This is an optimization exercise on Yosys and OpenROAD, whose aim is small area, a short achievable clock period and few clock cycles per item, not a production implementation. Function was checked by simulation only, so behaviour that the tests miss may differ from the original. Power is estimated from default activity; no workload was simulated.

==> design/flow/run.sh <==
#!/bin/bash
# synth_recipe.tcl (not shown) runs the flow's synth.tcl, then flattens the netlist and writes it again
# the make line also repeats each setting of config.mk as NAME=value (left out here)
make -C /OpenROAD-flow-scripts/flow DESIGN_CONFIG=/design/flow/config.mk WORK_HOME=/design/flow/orfs CLKGATE_MAP_FILE= SYNTH_SCRIPT=/design/flow/synth_recipe.tcl finish
==> design/flow/config.mk <==
export PLATFORM = sky130hd
export DESIGN_NAME = filter_window_scheduler
export DESIGN_NICKNAME = filter_window_scheduler
export VERILOG_FILES = /design/flow/design.v
export SDC_FILE = /design/flow/constraint.sdc
export NUM_CORES = 4
export LEC_CHECK = 0
export CAP_MARGIN = 20
export CORE_MARGIN = 2
export CORE_UTILIZATION = 40
export SLEW_MARGIN = 20
==> design/flow/constraint.sdc <==
create_clock -name core_clock -period 7.0 [get_ports {clk}]
set_input_delay 1.4000 -clock core_clock [delete_from_list [all_inputs] [get_ports {clk}]]
set_output_delay 1.4000 -clock core_clock [all_outputs]
set_load 0.01 [all_outputs]
==> design/flow/design.v <==
package filter_pkg;
  localparam int PIX_W = 12;
  localparam int WIN_W = 9 * PIX_W;
  localparam int SLOT_C  = 96;
  localparam int SLOT_L  = 84;
  localparam int SLOT_R  = 72;
  localparam int SLOT_U  = 60;
  localparam int SLOT_D  = 48;
  localparam int SLOT_UL = 36;
  localparam int SLOT_UR = 24;
  localparam int SLOT_DL = 12;
  localparam int SLOT_DR = 0;
  typedef enum logic [1:0] {IDLE, PRIME, STREAM, FLUSH} state_t;
endpackage
module line_buffer #(
  parameter int DEPTH = 160,
  parameter int WIDTH = 12,
  parameter int AW    = 8
) (
  input  logic             clk,
  input  logic             we,
  input  logic [AW-1:0]    addr,
  input  logic [WIDTH-1:0] wdata,
  output logic [WIDTH-1:0] rdata
);
  logic [WIDTH-1:0] mem [DEPTH];
  assign rdata = mem[addr];
  always_ff @(posedge clk)
    if (we) mem[addr] <= wdata;
endmodule
module filter_window_scheduler #(
  parameter int IMG_W = 160,
  parameter int IMG_H = 120
) (
  input  logic             clk,
  input  logic             reset,
  input  logic             sof,
  input  logic [filter_pkg::PIX_W-1:0] pix_in,
  input  logic             pix_valid,
  output logic             pix_ready,
  output logic [filter_pkg::WIN_W-1:0] win_data,
  output logic             win_valid,
  input  logic             win_ready,
  output logic             win_last,
  output logic             busy
);
  localparam int PIX_W   = filter_pkg::PIX_W;
  localparam int WIN_W   = filter_pkg::WIN_W;
  localparam int SLOT_C  = filter_pkg::SLOT_C;
  localparam int SLOT_L  = filter_pkg::SLOT_L;
  localparam int SLOT_R  = filter_pkg::SLOT_R;
  localparam int SLOT_U  = filter_pkg::SLOT_U;
  localparam int SLOT_D  = filter_pkg::SLOT_D;
  localparam int SLOT_UL = filter_pkg::SLOT_UL;
  localparam int SLOT_UR = filter_pkg::SLOT_UR;
  localparam int SLOT_DL = filter_pkg::SLOT_DL;
  localparam int SLOT_DR = filter_pkg::SLOT_DR;
  localparam int XW = $clog2(IMG_W);
  localparam int YW = $clog2(IMG_H + 2);
  localparam logic [XW-1:0] X_LAST = XW'(IMG_W - 1);
  localparam logic [YW-1:0] Y_LAST = YW'(IMG_H - 1);
  filter_pkg::state_t state, state_nxt;
  logic [XW-1:0] ix, cx, lb_addr;
  logic [YW-1:0] iy, cy;
  logic [WIN_W-1:0] win_q, win_nxt;
  logic [PIX_W-1:0] lb0_rd, lb1_rd, pix_col;
  logic out_free, acc, restart, emit, advance;
  assign busy     = (state != filter_pkg::IDLE);
  assign out_free = !win_valid || win_ready;
  assign pix_ready = reset && (state != filter_pkg::FLUSH) && out_free;
  assign acc      = pix_valid && pix_ready;
  assign restart  = acc && sof;
  assign emit     = (state == filter_pkg::STREAM && acc && !sof) ||
                    (state == filter_pkg::FLUSH && out_free && !(win_valid && win_last));
  assign advance  = restart || emit || (state == filter_pkg::PRIME && acc);
  assign lb_addr  = restart ? '0 : ix;
  assign pix_col  = (state == filter_pkg::FLUSH) ? '0 : pix_in;
  line_buffer #(.DEPTH(IMG_W), .WIDTH(PIX_W), .AW(XW)) u_lb0 (
    .clk(clk), .we(advance), .addr(lb_addr), .wdata(pix_col), .rdata(lb0_rd));
  line_buffer #(.DEPTH(IMG_W), .WIDTH(PIX_W), .AW(XW)) u_lb1 (
    .clk(clk), .we(advance), .addr(lb_addr), .wdata(lb0_rd), .rdata(lb1_rd));
  always_comb begin
    win_nxt = win_q;
    for (int r = 0; r < 3; r++) begin
      win_nxt[(r * 3 + 0) * PIX_W +: PIX_W] = win_q[(r * 3 + 1) * PIX_W +: PIX_W];
      win_nxt[(r * 3 + 1) * PIX_W +: PIX_W] = win_q[(r * 3 + 2) * PIX_W +: PIX_W];
    end
    win_nxt[(0 * 3 + 2) * PIX_W +: PIX_W] = lb1_rd;
    win_nxt[(1 * 3 + 2) * PIX_W +: PIX_W] = lb0_rd;
    win_nxt[(2 * 3 + 2) * PIX_W +: PIX_W] = pix_col;
  end
  function automatic logic [WIN_W-1:0] pack_window(
    input logic [PIX_W-1:0] c, l, r, u, d, ul, ur, dl, dr);
    logic [WIN_W-1:0] w;
    w = '0;
    w[SLOT_C  +: PIX_W] = c;
    w[SLOT_L  +: PIX_W] = l;
    w[SLOT_R  +: PIX_W] = r;
    w[SLOT_U  +: PIX_W] = u;
    w[SLOT_D  +: PIX_W] = d;
    w[SLOT_UL +: PIX_W] = ul;
    w[SLOT_UR +: PIX_W] = ur;
    w[SLOT_DL +: PIX_W] = dl;
    w[SLOT_DR +: PIX_W] = dr;
    pack_window = w;
  endfunction
  function automatic logic [PIX_W-1:0] nb(input logic [WIN_W-1:0] w, input logic [1:0] r,
                                          input logic [1:0] c, input logic [XW-1:0] x,
                                          input logic [YW-1:0] y);
    logic out_x, out_y;
    logic [1:0] rr, cc;
    out_x = (c == 2'd0 && x == '0) || (c == 2'd2 && x == X_LAST);
    out_y = (r == 2'd0 && y == '0) || (r == 2'd2 && y == Y_LAST);
    nb = (out_x || out_y) ? '0 : w[(r * 3 + c) * PIX_W +: PIX_W];
  endfunction
  always_comb begin
    state_nxt = state;
    case (state)
      filter_pkg::IDLE:    if (restart) state_nxt = filter_pkg::PRIME;
      filter_pkg::PRIME:   if (!restart && acc && ix == '0 && iy == YW'(1)) state_nxt = filter_pkg::STREAM;
      filter_pkg::STREAM:  if (restart) state_nxt = filter_pkg::PRIME;
               else if (acc && ix == X_LAST && iy == Y_LAST) state_nxt = filter_pkg::FLUSH;
      filter_pkg::FLUSH:   if (win_valid && win_ready && win_last) state_nxt = filter_pkg::IDLE;
      default: state_nxt = filter_pkg::IDLE;
    endcase
  end
  always_ff @(posedge clk or negedge reset) begin
    if (!reset) begin
      state     <= filter_pkg::IDLE;
      ix        <= '0;
      iy        <= '0;
      cx        <= '0;
      cy        <= '0;
      win_q     <= '0;
      win_data  <= '0;
      win_valid <= 1'b0;
      win_last  <= 1'b0;
    end else begin
      state <= state_nxt;
      if (advance) begin
        win_q <= win_nxt;
        if (restart) begin
          ix <= XW'(1);
          iy <= '0;
        end else if (ix == X_LAST) begin
          ix <= '0;
          iy <= iy + 1'b1;
        end else begin
          ix <= ix + 1'b1;
        end
      end
      if (restart) begin
        cx        <= '0;
        cy        <= '0;
        win_valid <= 1'b0;
        win_last  <= 1'b0;
      end else if (emit) begin
        win_data  <= pack_window(nb(win_nxt, 2'd1, 2'd1, cx, cy), nb(win_nxt, 2'd1, 2'd0, cx, cy),
                                 nb(win_nxt, 2'd1, 2'd2, cx, cy), nb(win_nxt, 2'd0, 2'd1, cx, cy),
                                 nb(win_nxt, 2'd2, 2'd1, cx, cy), nb(win_nxt, 2'd0, 2'd0, cx, cy),
                                 nb(win_nxt, 2'd0, 2'd2, cx, cy), nb(win_nxt, 2'd2, 2'd0, cx, cy),
                                 nb(win_nxt, 2'd2, 2'd2, cx, cy));
        win_valid <= 1'b1;
        win_last  <= (cx == X_LAST) && (cy == Y_LAST);
        if (cx == X_LAST) begin
          cx <= '0;
          cy <= cy + 1'b1;
        end else begin
          cx <= cx + 1'b1;
        end
      end else if (win_ready) begin
        win_valid <= 1'b0;
        win_last  <= 1'b0;
      end
    end
  end
endmodule
==> flow_metrics.env <==
export IMPL_status="finished clean"
export IMPL_number_of_antenna_violations_at_the_first_check_in_global_routing=53
export IMPL_final_setup_tns_ps=0
export IMPL_hold_class="input port to asynchronous set/reset pin"
export IMPL_share_clk_of_total_power_pct=23.9
export IMPL_htree_levels=5
export IMPL_clock_tree_root_cell="clkbuf_16"
export IMPL_hold_violations=0
export IMPL_place_congestion=1.01
export IMPL_tritoncts_num_buffers=413
export IMPL_finalMaxSlewViolations=0
export IMPL_timing_worst_slew_pin_value_ps=1360
export IMPL_share_of_cell_area_taken_by_muxes_after_synthesis_pct=7.04
export IMPL_number_of_remaining_drc_errors=0
export IMPL_first_global_vias=95890
export IMPL_num_nets_final=10162
export IMPL_path_clk_slew_ps=60
export IMPL_relSlewSlack_pct=9.59
export IMPL_worstSetupPathType="input port to register"
export IMPL_grt_first_pass_wirelength_mm=829
export IMPL_power_per_cell_area_nw_per_um2=496
export IMPL_synthesis_area_per_instance_um2=16.6
export IMPL_final_cell_area_um2=185000
export IMPL_share_of_power_burned_in_combinational_logic_pct=39.0
export IMPL_max_freq_mhz=160
export IMPL_die_width_um=634
export IMPL_final_setup_viol_count=0
export IMPL_leakage_nw=60.2
export IMPL_crit_path_max_incr_delay_ps=850
export IMPL_placementRows=231
export IMPL_postCtsHoldBufs=0
export IMPL_die_height_um=634
export IMPL_worst_skew_ps=114
export IMPL_primary_flip_flop_cell_chosen_by_synthesis_mapping="edfxtp_1"
export IMPL_dp_final_hpwl_mm=374
export IMPL_viasPerCell=6.56
export IMPL_synth_top_area_share_pct=72.6
export IMPL_synth_seq_cells=4054
export IMPL_worst_ep_required_time_ps=7610
export IMPL_whs_ps=228
export IMPL_layout_commonest_cell="edfxtp_1"
export IMPL_internal_power_mw=55.4
export IMPL_dr_pass1_iters=12
export IMPL_critical_path_endpoint_type="register"
export IMPL_area_fraction_in_compound_gates_after_synthesis_pct=10.4
export IMPL_cts_tree="done"
export IMPL_finalWorstPathRequiredPeriod_ps=6260
export IMPL_netlist_instances=9548
export IMPL_maxCapViolations=0
export IMPL_critPathSlowestCell="clkdlybuf4s50_1"
export IMPL_io_buffer_count=128
export IMPL_clock_insertion_delay_worst_skew_ps=1030
export IMPL_dieArea_um2=402000
export IMPL_route_detailed_wl_per_inst_um=39.3
export IMPL_initial_utilization_pct=40.1
export IMPL_detailed_place_area_um2=172000
export IMPL_grt_overflow=0
export IMPL_stdcell_count=15748
export IMPL_path_cells="clkdlybuf4s50_1 > and3_4 > a31oi_4 > buf_12 > nand2_1 > a21oi_1 > o31ai_1 > buf_4 > a41oi_1 > buf_4 > a21oi_4 > buf_12"
export IMPL_detail_route_iter0_violations=18620
export IMPL_grt_start_max_net_pins=159
export IMPL_final_antenna_net_count=0
export IMPL_io_pins=129
export IMPL_synthArstFlopShare_pct=5.28
export IMPL_yosys_cell_types_count=92
export IMPL_synth_adder_area_share_pct=0.0630
export IMPL_detailroute_via_count=103330
export IMPL_synthesis_nets=9573
export IMPL_critPathLaunchType="input port"
export IMPL_post_cts_resized=0
export IMPL_post_synthesis_sequential_area_ratio_pct=76.0
export IMPL_crit_fanout=112
export IMPL_timing_final_crit_share_pct=89.4
export IMPL_edff_count_synth=3840
export IMPL_synth_simple_area_share_pct=4.05
export IMPL_synth_top_family_by_area="compound AO/OA/AOI/OAI gates"
export IMPL_cts_sinks=4054
export IMPL_synth_area_um2=159000
export IMPL_vdd_ir_drop_max_v=0.000583
export IMPL_grt_use_total_pct=30.0
export IMPL_worst_endpoint_arrival_ps=6870
export IMPL_core_region_area_um2=396000
export IMPL_post_synth_xor_area_fraction_pct=0.0662
export IMPL_finalWirelength_mm=619
export IMPL_number_of_placed_cells_counting_well_taps=14964
export IMPL_yosys_top_cells_area="edfxtp_1 73%, dfrtp_1 3.4%, mux2i_1 2.6%, mux4_2 2.3%, mux2_2 2.2%"
export IMPL_layout_common_cells="3840 x edfxtp_1, 572 x buf_4, 559 x nand2_1, 419 x clkbuf_16, 409 x mux2i_1"
export IMPL_p_seq_share_pct=37.1
export IMPL_unrepaired_setup_endpoints_after_global_routing="no"
export IMPL_layout_area_overhead_vs_synth_pct=16.6
export IMPL_netSwitchingPower_mw=36.4
export IMPL_power_switching_share_pct=39.7
export IMPL_synth_warning_count=2
export IMPL_post_cts_buffers=0
export IMPL_layout_drive_gt1_share_pct=19.8
export IMPL_cts_path_max_buffers=4
export IMPL_post_synthesis_cell_type_with_the_largest_combined_area="edfxtp_1"
-- sequential cells by signal (all words and copies together) (netlist names) --
signal and flops:
win_last 1, u_lb1.mem 1920, ix 8, win_valid 1, win_q 72, win_data 108, cy 7, iy 7
state 2, cx 8, u_lb0.mem 1920
-- worst paths after layout --
path	from	end	slack (ps)	depth (start not counted)
worst max-delay path	sof	u_lb1.mem[48][2]	740	12
worst min-delay path	reset	win_data[89]	230	1
worst max register to register	ix[3]	u_lb1.mem[48][2]	740	11
worst min register to register	win_q[90]	win_data[18]	460	2
max in group asynchronous	reset	ix[2]	4800	3
min in group core_clock	win_q[90]	win_data[18]	460	2
-- worst max-delay path: cells and delay by family --
family | cells | cell delay [ps]
AOI/OAI and AO/OA | 5 | 1970
buffers and inverters | 5 | 2060
and+or+nand+nor | 2 | 870
-- Yosys cell counts (13+ instances only) --
library cell  instances
a2111oi_0            29
a32oi_1              17
o221ai_1            107
mux2i_1             410
a2bb2oi_1            23
o311ai_0             23
a22o_1               40
a21oi_1             386
a31oi_1             145
o31ai_1              67
a31o_2               18
nor3_1               59
o2111ai_1            23
nand2b_1             34
a222oi_1             13
nor2b_1              40
o21ai_0             370
buf_1                42
o22ai_1             244
nand3_1              89
a211oi_1            101
mux2_2              307
a311oi_1             26
a221oi_1            156
buf_4               104
edfxtp_1           3840
buf_2               292
inv_1               110
nand4_1              38
a22oi_1             222
o2bb2ai_1            67
and2_1               14
nor4_1               36
clkbuf_1            217
or4_1                16
o211ai_1             57
dfrtp_1             214
a221o_1              47
mux4_2              160
a211o_1              22
o22a_1               33
and3_1               13
nand2_1             562
nor2_1              488
or3_1                18
-- power by group through the flow --
stage / Combinational [mW] / Sequential, mW / Clock [mW]
2_1_floorplan: 15.1 / 35.1 / 0
3_3_place_gp: 33.5 / 34.5 / 0
3_5_place_dp: 34.2 / 34.5 / 0
4_1_cts: 34.3 / 34.0 / 22.0
5_1_grt: 36.0 / 34.1 / 23.0
6_report: 35.8 / 34.1 / 21.9
-- cell type report --
class                           instances  area [µm²]
Antenna cell                           25        62.6
Timing Repair Buffer                  839        8340
Fill cell                           33111      211000
Clock inverter                        236        2330
Inverter                              111         492
Tap cell                             5242        6560
Sequential cell                      4054      121000
Clock buffer                          523       11000
Multi-Input combinational cell       4718       35700
-- stage by stage --
| stage | power, mW | worst slack [ps] | utilization, % |
|---|---|---|---|
| final | 91.8 | 739 | 46.8 |
| after global routing | 93.0 | 944 | 46.8 |
| after detailed placement | 68.7 | 179 | 43.4 |
| after global placement | 68.0 | -228 | 43.3 |
| after CTS | 90.3 | 1150 | 46.8 |
| after floorplan | 50.2 | 366 | - |
-- layer usage --
metal	GRT usage (%)	part of all wire, %	vias up
li1	-	-	39683
met2	43.3	42	8705
met3	10.5	15	1848
met4	18.6	7.5	34
met5	0	0.037	-
met1	38.7	35	53060
-- cells by family (layout without fill, tap and decap cells) --
| family | count (synthesis) | count (layout) |
|---|---|---|
| flops | 4054 | 4054 |
| compound gates | 2363 | 2363 |
| simple gates | 1457 | 1457 |
| mux | 878 | 878 |
| buf+inv | 776 | 1709 |
| xor+xnor | 12 | 12 |
| fa+ha+maj | 8 | 8 |
| other cells | 0 | 25 |
Testbench counts, summed over its fixed seeds: cycles 309,792, items 307,200.

static timing again, ports no longer ideal:
The flow's constraints put no driver on any port. The routed layout listed below was extracted and timed again, unchanged, in two steps. Step 1 (the two cells are an assumption about what drives the block):
set clk [get_ports {clk}]
set_driving_cell -lib_cell sky130_fd_sc_hd__clkbuf_16 $clk
set_driving_cell -lib_cell sky130_fd_sc_hd__buf_2 [delete_from_list [all_inputs] $clk]
Step 2 times the ports against the registers' clock, not the clock port: input delays grow and output delays shrink by t, the midpoint of the rising clock arrivals with the driver on. Slacks: ideal / step 1 / step 2; pairs: ideal / step 1.
shift t [ns]: 1.092
setup WS [ns]: 0.739 / 0.739 / -0.259
clock arrival spread, ns: 0.114 / 0.114
With both steps, setup timing fails in this run, where it was met with ideal ports. The setup slack of this run moves by 0.000 ns with the drivers and by -0.998 ns with both steps.
